Source: an optimization exercise on an open RTL-to-GDS flow (aim: small area and a short achievable clock period). Production flows keep margins and buffers that such runs may drop. In this exercise RTL edits were held to simulation tests only and were not proved equivalent to the original. Power is estimated from default activity; no workload was simulated.

== v48 ==
==> flow/design.v (excerpt) <==
module param_stack #(
  parameter int DATA_W = stack_pkg::DATA_W_DEF,
  parameter int DEPTH  = stack_pkg::DEPTH_DEF,
  parameter int PTR_W  = 8
) (
  input  logic              clk,
  input  logic              rst,
  input  logic              push,
  input  logic              pop,
  input  logic              tos,
  input  logic              clr_err,
  input  logic [DATA_W-1:0] d_in,
  output logic [DATA_W-1:0] d_out,
  output logic              d_out_vld,
  output logic [PTR_W:0]    count,
  output logic              empty,
  output logic              full,
  output logic              overflow,
  output logic              underflow
);
  logic [8:0]       cnt_q;
  logic             empty_q, full_q;
  logic [7:0]       dout_q;
  logic             vld_q, ovf_q, unf_q;
  logic [15:0][7:0] cache_q;
  logic [15:0]      sv_q;       
  logic [15:0]      sd_q;       
  logic [2:0]       ph_q;       
  logic [1:0]       wbg_q;      
  logic [1:0]       ldg_q;      
  logic [1:0][3:0]  hi_q;       
  logic [1:0]       ld_en_q;
  logic [1:0][15:0] wb_we_q;    
  logic [1:0][7:0]  wb_data_q, ld_data_q;
  logic [2:0]       ld_off_q;
  logic [7:0]       rd_data0, rd_data1;
  logic       inc, dec, repl, rd;
  logic [3:0]       sa;
  logic [15:0]      oh_a, oh_b;    
  logic [15:0][7:0] cache_top;     
  assign sa = cnt_q[3:0];
  always_comb begin
    for (int s = 0; s < 16; s++) begin
      oh_a[s]      = (sa == 4'(s));
      oh_b[s]      = (sa == 4'(s + 1));
      cache_top[s] = cache_q[(s + 15) % 16];
    end
  end
  assign inc  = push && !full_q && (!pop || empty_q);
  assign dec  = pop && !push && !empty_q;
  assign repl = push && pop && !empty_q;
  assign rd   = !empty_q && (pop || (tos && !push));
  logic [2:0] ph_n;
  assign ph_n = ph_q + 3'd1;
  logic [1:0][3:0] hi_d;
  logic [1:0]      evt_d;
  always_comb begin
    for (int p = 0; p < 2; p++) begin
      logic [3:0] s;
      s = {p[0], ph_n};
      hi_d[p]  = (s < cnt_q[3:0]) ? cnt_q[7:4] : cnt_q[7:4] - 4'd1;
      evt_d[p] = (inc && oh_a[s]) || ((dec || repl) && oh_b[s]);
    end
  end
  logic [1:0] wb_go, ld_go, wbg_d, ldg_d;
  always_comb begin
    for (int p = 0; p < 2; p++) begin
      wbg_d[p] = sd_q[{p[0], ph_n}] && !evt_d[p];
      ldg_d[p] = !sv_q[{p[0], ph_n}] && !evt_d[p];
    end
  end
  assign wb_go = wbg_q;
  assign ld_go = ldg_q;
  ...
Size in the first run: about 3500 cells after synthesis, roughly 36 I/O pins.
Settings: LEC_CHECK=0, ABC_CLOCK_PERIOD_IN_PS=2200, CAP_MARGIN=20, CORE_MARGIN=2, CORE_UTILIZATION=70, CTS_CLUSTER_DIAMETER=100, CTS_CLUSTER_SIZE=25, SETUP_SLACK_MARGIN=2.35, SLEW_MARGIN=20; clock period 4.5 ns.
run.sh (not shown) runs the stock make flow with config.mk's settings and CLKGATE_MAP_FILE= SYNTH_SCRIPT=/design/flow/synth_recipe.tcl, a recipe that flattens the netlist after the stock synthesis.
v48: done, clean on timing, DRC and antenna
Relative to v48, the following input files were edited for v45:
Settings: CTS_CLUSTER_DIAMETER: 100 -> 50; ABC_CLOCK_PERIOD_IN_PS: 2200 -> unset; CTS_CLUSTER_SIZE: 25 -> 30.
==> comparison <==
- No run among v45 and v48 stopped early or left any final violation; all are clean.
- The non-clock buffer count in v45 is 0.857 times that in v48.
- Compared to v48, the routing of v45 uses more wire.
- Power share of the clock group: v45 vs v48 up 7.0 points
- Sequential share of layout area: v45 < v48
- In v45 the final critical delay including setup and external delays turned out 0.015 ns higher than in v48.
- For the number of antenna violations at the first check in global routing, v45 came in 3 lower than v48 did.
- Via count of v45 exceeds that of v48 slightly.
- v48 → v45: highest ir drop seen on vdd now sits lower, netlist area before placement shows no meaningful change.
--- input diff v45..v14 ---
Settings: an added ABC_AREA of 1; a change of CTS_CLUSTER_DIAMETER from 50 to 100; a change of CTS_CLUSTER_SIZE from 30 to 25.
## What came out
Die area | v14 > v45
Taking v14 over v45, the total wire length ratio works out to 0.940.
Against v45, v14 comes in 0.021 ns lower on final worst setup slack.
v45 -> v14: area after synthesis increased slightly
v45 → v14: leakage power total lost 0.57 nW; insertion delay to the later sink of the worst-skew pair lost 0.08 ns; critical path's largest stage delay picked up an extra 0.03 ns.
Taking v45 over v14, the number of cells produced by synthesis ratio works out to 0.804.
Count of fill cells added during filler insertion | v14 above v45
v14 vs. v45: aggregate global-route resource usage now sits lower, met2 demand-to-capacity share in global routing lost 4.6 points.

## what the ideal ports hide
The flow's constraints put no driver on any port. The routed layouts listed below were extracted and timed again, unchanged, in two steps. Step 1 assumes that a clkbuf_16 drives the clock port and a buf_2 every other input. Step 2, shift: input delay + t, output delay - t, t = (earliest + latest rising clock arrival at the registers) / 2. This alone moves slack from input paths to output paths. a / b / c = ideal ports / drivers / drivers and shift; a / b = the first two.
run	t, ns	slack for setup (ns)	worst hold slack (ns)	clock arrival spread, ns	slew at the worst register clock pin (ns)
v48	0.753	2.299 / 2.232 / 1.663	0.283 / 0.283 / 0.283	0.062 / 0.062	0.11 / 0.11
v45	0.812	2.284 / 2.215 / 1.633	0.307 / 0.307 / 0.307	0.059 / 0.059	0.11 / 0.11
v14	0.749	2.263 / 2.195 / 1.685	0.306 / 0.306 / 0.306	0.044 / 0.044	0.11 / 0.11
After both steps setup and hold are still met in every run listed. For v45, which loses most, drivers alone change the setup slack by -0.069 ns; drivers and shift together by -0.651 ns.
